What follows belongs to an exercise in optimizing a design on an open flow for small area, a short achievable clock period and few clock cycles per item; a production flow would make more cautious choices. At most, simulation tests tie the RTL to the original design; equivalence was not proved. No activity file was given, so power comes from the tool's default toggle rates.

## try-zinc
## streaming_top_k_selector_core
module streaming_top_k_selector_core
(
    input  logic         clk,
    input  logic         rst_n,
    input  logic         cfg_we,
    input  logic [3:0]   cfg_wdata,
    input  logic         s_tvalid,
    output logic         s_tready,
    input  logic [31:0]  s_tdata,
    input  logic         s_tlast,
    output logic         m_tvalid,
    input  logic         m_tready,
    output logic [55:0]  m_tdata,
    output logic [0:0]   m_tuser,
    output logic         m_tlast
);
For scale: about 640 flip-flops, about 100 I/O pins, roughly 31000 sq um of cells after synthesis.
Settings: LEC_CHECK=0, CAP_MARGIN=20, CORE_MARGIN=2, CORE_UTILIZATION=40, CTS_BUF_LIST=sky130_fd_sc_hd__clkbuf_4 sky130_fd_sc_hd__clkbuf_8, PLACE_DENSITY=0.6, SETUP_SLACK_MARGIN=3.5, SLEW_MARGIN=20; clock period 6.0 ns.
run.sh (not shown) runs the stock make flow with config.mk's settings and CLKGATE_MAP_FILE= SYNTH_SCRIPT=/design/flow/synth_recipe.tcl, a recipe that flattens the netlist after the stock synthesis.
try-zinc: flow completed, timing, DRC and antenna clean
Changes in try-pepper relative to try-zinc:
diff --git a/flow/config.mk b/flow/config.mk
--- a/flow/config.mk
+++ b/flow/config.mk
@@ -9,5 +9,4 @@
 export CORE_MARGIN = 2
 export CORE_UTILIZATION = 40
-export CTS_BUF_LIST = sky130_fd_sc_hd__clkbuf_4 sky130_fd_sc_hd__clkbuf_8
 export PLACE_DENSITY = 0.6
 export SETUP_SLACK_MARGIN = 3.5
## What came out
Comparing try-pepper and try-zinc, the higher proportion of power drawn by combinational gates is on try-zinc.
Compared with try-zinc, try-pepper is hungrier on power.
Global-route usage: try-zinc vs try-pepper, no meaningful difference
Between try-pepper and try-zinc, the utilization after layout figures differ only marginally.
Higher via count was reported by try-zinc, not try-pepper.
## Diff of input files: try-nickel against try-pepper
diff --git a/flow/config.mk b/flow/config.mk
--- a/flow/config.mk
+++ b/flow/config.mk
@@ -9,4 +9,6 @@
 export CORE_MARGIN = 2
 export CORE_UTILIZATION = 40
+export CTS_BUF_LIST = sky130_fd_sc_hd__clkbuf_8
+export CTS_CLUSTER_SIZE = 30
 export PLACE_DENSITY = 0.6
 export SETUP_SLACK_MARGIN = 3.5
--- outcome ---
- Between try-nickel and try-pepper, the sequential power figures differ only marginally.
- Number of antenna cells inserted: try-nickel vs try-pepper up 3
- Any difference in core utilization between try-nickel and try-pepper is small enough to ignore.
- Changes observed in try-nickel relative to try-pepper: worst hold slack after final layout saw an increase, minimum clock period after layout now sits lower, number of buffers other than clock buffers in the final layout went up.
- Between try-nickel and try-pepper, the routed wire length figures differ only marginally.
- Re setup clock skew after layout: try-nickel is 0.033 ns up on try-pepper.
- Routed length on met3: try-nickel vs try-pepper up 1.4%
No functional check of the RTL was part of any run of this note.


== run 1 ==
The RTL this note starts from:
==> flow/design.v <==
package stk_pkg;
    localparam int K_MAX     = 8;
    localparam int SCORE_W   = 32;
    localparam int IDX_W     = 18;
    localparam int KCFG_W    = 4;
    localparam int MTDATA_W  = 56;
endpackage
module stk_gt
(
    input  logic [31:0] a,
    input  logic [31:0] bn,
    output logic        gt
);
    logic [31:0] b;
    assign b = ~bn;
    logic [31:0] g0, e0;
    logic [15:0] g1, e1;
    logic [7:0]  g2, e2;
    logic [3:0]  g3, e3;
    logic [1:0]  g4, e4;
    always_comb
    begin
        for (int i = 0; i < 31; i++)
        begin
            g0[i] = a[i] & ~b[i];
            e0[i] = ~(a[i] ^ b[i]);
        end
        g0[31] = ~a[31] & b[31];
        e0[31] = ~(a[31] ^ b[31]);
        for (int i = 0; i < 16; i++)
        begin
            g1[i] = g0[2*i+1] | (e0[2*i+1] & g0[2*i]);
            e1[i] = e0[2*i+1] & e0[2*i];
        end
        for (int i = 0; i < 8; i++)
        begin
            g2[i] = g1[2*i+1] | (e1[2*i+1] & g1[2*i]);
            e2[i] = e1[2*i+1] & e1[2*i];
        end
        for (int i = 0; i < 4; i++)
        begin
            g3[i] = g2[2*i+1] | (e2[2*i+1] & g2[2*i]);
            e3[i] = e2[2*i+1] & e2[2*i];
        end
        for (int i = 0; i < 2; i++)
        begin
            g4[i] = g3[2*i+1] | (e3[2*i+1] & g3[2*i]);
            e4[i] = e3[2*i+1] & e3[2*i];
        end
        gt = g4[1] | (e4[1] & g4[0]);
    end
endmodule
module streaming_top_k_selector_core
(
    input  logic         clk,
    input  logic         rst_n,
    input  logic         cfg_we,
    input  logic [3:0]   cfg_wdata,
    input  logic         s_tvalid,
    output logic         s_tready,
    input  logic [31:0]  s_tdata,
    input  logic         s_tlast,
    output logic         m_tvalid,
    input  logic         m_tready,
    output logic [55:0]  m_tdata,
    output logic [0:0]   m_tuser,
    output logic         m_tlast
);
    localparam logic [17:0] POS_LIMIT = 18'h3FFFF;
    logic [2:0]  kc_cfg;         
    logic [7:0]  km_cfg;         
    logic [7:0]  s2_km;
    logic [17:0] pos_reg;        
    logic        first_reg;      
    logic        rdy_reg;        
    logic        go_reg;         
    logic        s2_v;
    logic        s2_last;
    logic [2:0]  s2_kc;
    logic [31:0] s2_nscore;      
    logic [7:0]  bt_raw;         
    logic [7:0]  bt_reg;         
    logic [31:0] nsc_reg [8];    
    logic [17:0] ix_reg [8];
    logic [7:0]  vld_reg;        
    logic        act_reg;        
    logic [7:0]  owed_reg;       
    logic [7:0]  ofil_reg;       
    logic [7:0]  ptr;            
    logic        adj_reg;
    logic        out_v;
    logic        out_last;
    logic        rdy_out;
    logic        out_v_out;
    logic        out_user;
    logic [49:0] out_data;
    always_comb
    begin
        for (int j = 0; j < 8; j++)
        begin
            km_cfg[j] = (3'(j) <= kc_cfg);
            s2_km[j]  = (3'(j) <= s2_kc);
        end
    end
    logic [7:0]  chain;
    logic [7:0]  at;
    logic [7:0]  sd;
    logic [7:0]  hold;
    logic        ins;
    logic        adj;
    logic        s2_end;
    always_comb
    begin
        bt_reg   = bt_raw & {8{go_reg}};
        chain[0] = 1'b0;
        for (int m = 1; m < 8; m++)
        begin
            chain[m] = chain[m-1] || bt_reg[m-1];
        end
        ins = |bt_reg;
        for (int j = 0; j < 8; j++)
        begin
            ptr[j]   = owed_reg[j] && (j == 0 ? 1'b1 : !owed_reg[(j > 0) ? j - 1 : 0]);
        end
        adj = adj_reg;
        for (int m = 0; m < 8; m++)
        begin
            at[m] = bt_reg[m] && !chain[m];
            sd[m] = chain[m] && ((m == 0 ? 1'b1 : vld_reg[(m > 0) ? m - 1 : 0]) || adj);
            hold[m] = !(sd[m] || at[m]);
        end
        s2_end = go_reg && s2_last;
    end
    logic [7:0] gl;
    logic       gi;
    for (genvar j = 0; j < 8; j++)
    begin : g_cmp
        stk_gt u_gt (.a(s_tdata), .bn(nsc_reg[j]), .gt(gl[j]));
    end
    stk_gt u_gti (.a(s_tdata), .bn(s2_nscore), .gt(gi));
    logic        load;
    logic        drain_end;
    logic [49:0] pick;
    assign load      = act_reg && (!out_v || m_tready);
    assign drain_end = !(|(owed_reg & ~ptr));
    always_comb
    begin
        pick = '0;
        for (int j = 0; j < 8; j++)
        begin
            pick = pick | ({~nsc_reg[j], ix_reg[j]} & {50{ptr[j]}});
        end
    end
    logic        accept;
    logic        s2_keep;
    logic        s2_v_n;
    logic        s2_last_n;
    logic [7:0]  vld_ins;
    logic [7:0]  vld_n;
    logic        act_n;
    logic [7:0]  owed_n;
    logic [7:0]  ofil_n;
    logic [7:0]  owed_ld;
    logic [7:0]  ofil_ld;
    logic [7:0]  nedge_n;
    logic        adj_n;
    logic        out_v_n;
    logic [7:0]  bt_fix;
    logic [7:0]  bt_new;
    logic [7:0]  bt_n;
    logic        push;           
    logic        wait_n;
    logic        go_n;
    assign accept  = s_tvalid && rdy_reg;
    assign s2_keep = s2_v && !rdy_reg;
    assign push    = adj && ins;
    always_comb
    begin
        s2_v_n    = accept || s2_keep;
        s2_last_n = accept ? s_tlast : s2_last;
        out_v_n   = load || (out_v && !m_tready);
        vld_ins   = ins ? {vld_reg[6:0], 1'b1} : vld_reg;
        owed_ld = load ? (owed_reg & ~ptr) : owed_reg;
        ofil_ld = load ? (ofil_reg & ~ptr) : ofil_reg;
        if (s2_end)
        begin
            vld_n  = 8'd0;
            act_n  = 1'b1;
            owed_n = s2_km;
            ofil_n = s2_km & vld_ins;
        end
        else
        begin
            vld_n  = vld_ins;
            act_n  = act_reg && !(load && drain_end);
            owed_n = push ? {owed_ld[6:0], 1'b0} : owed_ld;
            ofil_n = push ? {ofil_ld[6:0], 1'b0} : ofil_ld;
        end
        for (int j = 0; j < 8; j++)
        begin
            nedge_n[j] = !vld_n[j] && (j == 0 ? 1'b1 : vld_n[(j > 0) ? j - 1 : 0]);
        end
        adj_n = act_n && |(owed_n & nedge_n);
        for (int m = 0; m < 8; m++)
        begin
            bt_fix[m] = s2_end
                     || (sd[m] && (m == 0 ? 1'b1 : !vld_reg[(m > 0) ? m - 1 : 0]))
                     || (hold[m] && !vld_reg[m]);
            bt_new[m] = km_cfg[m]
                     && (bt_fix[m]
                         || (sd[m] && gl[(m > 0) ? m - 1 : 0])
                         || (at[m] && gi)
                         || (hold[m] && gl[m]));
        end
        bt_n = s2_keep ? bt_raw : (accept ? bt_new : 8'd0);
        wait_n = s2_v_n && ((s2_last_n && act_n) || (adj_n && owed_n[7]));
        go_n   = s2_v_n && !wait_n;
    end
    assign s_tready = rdy_out;
    assign m_tvalid = out_v_out;
    assign m_tlast  = out_last;
    assign m_tuser  = out_user;
    assign m_tdata  = {6'b0, out_data};
    always_ff @(posedge clk or negedge rst_n)
    begin
        if (!rst_n)
        begin
            kc_cfg    <= 3'd3;
            first_reg <= 1'b1;
            rdy_reg   <= 1'b1;
            go_reg    <= 1'b0;
            s2_v      <= 1'b0;
            vld_reg   <= 8'd0;
            act_reg   <= 1'b0;
            adj_reg   <= 1'b0;
            out_v     <= 1'b0;
        end
        else
        begin
            if (cfg_we)
            begin
                if (cfg_wdata == 4'd0)
                    kc_cfg <= 3'd0;
                else if (cfg_wdata > 4'd8)
                    kc_cfg <= 3'd7;
                else
                    kc_cfg <= 3'(cfg_wdata - 4'd1);
            end
            if (accept)
            begin
                first_reg <= s_tlast;
            end
            rdy_reg <= !wait_n;
            go_reg  <= go_n;
            s2_v    <= s2_v_n;
            vld_reg <= vld_n;
            act_reg <= act_n;
            adj_reg <= adj_n;
            out_v   <= out_v_n;
        end
    end
    always_ff @(posedge clk)
    begin
        if (accept)
        begin
            if (first_reg)
                pos_reg <= '0;
            else if (pos_reg != POS_LIMIT)
                pos_reg <= pos_reg + 18'd1;
            s2_last  <= s_tlast;
            s2_kc    <= kc_cfg;
            s2_nscore <= ~s_tdata;
        end
        rdy_out   <= !wait_n;
        out_v_out <= out_v_n;
        bt_raw <= bt_n;
        for (int m = 0; m < 8; m++)
        begin
            nsc_reg[m] <= (nsc_reg[m] & {32{hold[m]}})
                        | (nsc_reg[(m > 0) ? m - 1 : 0] & {32{sd[m]}})
                        | (s2_nscore & {32{at[m]}});
            ix_reg[m] <= (ix_reg[m] & {18{hold[m]}})
                       | (ix_reg[(m > 0) ? m - 1 : 0] & {18{sd[m]}})
                       | (pos_reg & {18{at[m]}});
        end
        owed_reg <= owed_n;
        ofil_reg <= ofil_n;
        if (load)
        begin
            out_last <= drain_end;
            out_user <= |ofil_reg;
            out_data <= (|ofil_reg) ? pick : {32'h8000_0000, 18'b0};
        end
    end
endmodule
clock: 6.0 ns
lec_check: 0
cap_margin: 20
core_margin: 2
core_utilization: 40
cts_buf_list: sky130_fd_sc_hd__clkbuf_8 sky130_fd_sc_hd__clkbuf_16
cts_cluster_diameter: 120
cts_cluster_size: 25
place_density: 0.6
setup_slack_margin: 3.6
slew_margin: 20
Run 1 finished all stages; the layout is clean.
Testbench counts of run 1, summed over its fixed seeds: cycles 20,684, items 20,354.
Here is what was changed in the inputs of run 2 compared with run 1.
- swapping 120 for 100 in CTS_CLUSTER_DIAMETER
- swapping 25 for 20 in CTS_CLUSTER_SIZE
- swapping 3.6 for 3.5 in SETUP_SLACK_MARGIN
==> results.txt <==
- Route | run 2 vs run 1 | wire shorter in run 2
- Compared run 1 against run 2; count of multi-input combinational gates within noise.
- Cmp run 2 and run 1 / setup slack / lower: run 1
- | power dissipated in the clock network | run 2 vs run 1 | 22% higher |
- Compared with run 1, run 2 is more frugal on power.
- The number of buffers outside the clock class in the layout in run 2 was lower than what run 1 gave.
- Final area on run 2 is down relative to run 1.
For run 3, these inputs were changed with respect to run 2:
- CORE_UTILIZATION: 40 -> 50
- PLACE_DENSITY: 0.6 -> 0.7
- CTS_CLUSTER_DIAMETER: 100 -> 120
- CTS_CLUSTER_SIZE: 20 -> 25
Notes after the runs:
Lower via count goes to run 2 over run 3.
Relative to run 2, the detail-routed net length per standard cell measured on run 3 has increased slightly.
Compared with run 2, run 3 shows a higher combinational power.
From run 2 to run 3 the numbers moved as follows: critical path depth decreased by 2 relative to the old numbers, maximum ir drop on the vdd rail increased by 36% relative to the old numbers, wire length decreased by about 3.4% relative to the old numbers, global-route usage increased by 6.1 points relative to the old numbers.
Summary of run 3 over run 2: total buffers and inverters traversed by the critical path now smaller, sequential cell area share now sits higher, compound-gate portion of the synthesized area barely changed.
Run 3 vs run 2, category of the most critical setup path: reg -> reg vs in -> reg
The inputs of run 4 differ from those of run 3 as listed below.
- a change of CTS_BUF_LIST from sky130_fd_sc_hd__clkbuf_8 sky130_fd_sc_hd__clkbuf_16 to sky130_fd_sc_hd__clkbuf_4 sky130_fd_sc_hd__clkbuf_8
- a deleted CTS_CLUSTER_DIAMETER that had been 120
- a change of CORE_UTILIZATION from 50 to 40
- a deleted CTS_CLUSTER_SIZE that had been 25
- a change of PLACE_DENSITY from 0.7 to 0.6
### Flow results
On post-detailed-routing wire length, the higher figure sits with run 4, not run 3. For run 4, the critical-path cell with the highest stage delay was sky130_fd_sc_hd__a221o_1, unlike run 3, where it was sky130_fd_sc_hd__or4_4. Summary of run 4 over run 3: count of clock-buffer cells in the layout now larger, post-route cell area now larger, detailed-route vias per instance now smaller, slack of the critical path now larger. Going from run 3 to run 4, switching share of total power lower, quantity of I/O buffers inserted on ports roughly the same.
#### Input delta (run 5 over run 4)
- CTS_BUF_LIST changed from sky130_fd_sc_hd__clkbuf_4 sky130_fd_sc_hd__clkbuf_8 to sky130_fd_sc_hd__clkbuf_8 sky130_fd_sc_hd__clkbuf_16
- CTS_CLUSTER_DIAMETER newly set to 120
- SETUP_SLACK_MARGIN changed from 3.5 to 3.25
- CTS_CLUSTER_SIZE newly set to 25
- Compared run 4 against run 5; fraction of the mapped netlist area in compound gates within noise.
- The run showing the greater net switching power of the design is run 4.
- Compared with run 4, in run 5 CTS clock-pin slew for the worst setup and hold paths up 0.05 ns, final cell count without fillers down 178, static leakage down 1.0 nW.
- Run 5 vs run 4, buffer and inverter count on the worst path went down by 2.
- Run 4 consumes more power than run 5.
- Worst reg-to-reg path cell count on run 5 is down relative to run 4.
- [run 5 vs run 4] clock buffer count: lower in run 5
- Taking run 4 as the reference point, the clock latency on the worst-skew pair of run 5 falls by 0.11 ns.
- Run 5 vs run 4: worst setup slack for register-to-register paths down in run 5

## separate check: timing with driven ports
No port has a modelled driver above. Below, the same layouts with a new extraction and two added sets of constraints.
Step 1, drivers: a clkbuf_16 drives clk and a buf_2 each remaining input, both assumed.
Step 2 adds t to the input delays and takes it off the output delays; t is the mean of the earliest and latest rising clock arrival at the registers after step 1. Input paths then give back, and output paths get back, about the clock's delay inside the block.
Slacks: no drivers / after step 1 / after step 2; pairs: no drivers / after step 1.
run	t (ns)	slack for setup (ns)	worst slew at a driven data input, ns
try-zinc	0.800	3.376 / 3.340 / 2.883	0.04
try-pepper	0.696	3.312 / 3.312 / 2.993	0.04
try-nickel	0.801	3.354 / 3.348 / 2.885	0.04
run 1	0.689	3.166 / 3.186 / 2.497	0.07
run 2	0.659	3.211 / 3.205 / 2.546	0.15
run 3	0.685	3.180 / 3.180 / 2.509	0.14
run 4	0.788	3.339 / 3.344 / 2.567	0.10
run 5	0.696	3.162 / 3.162 / 2.511	0.10
After both steps setup and hold are still met in every run listed. The setup slack of run 4, which loses most, moves by +0.005 ns with the drivers and by -0.772 ns with both steps.
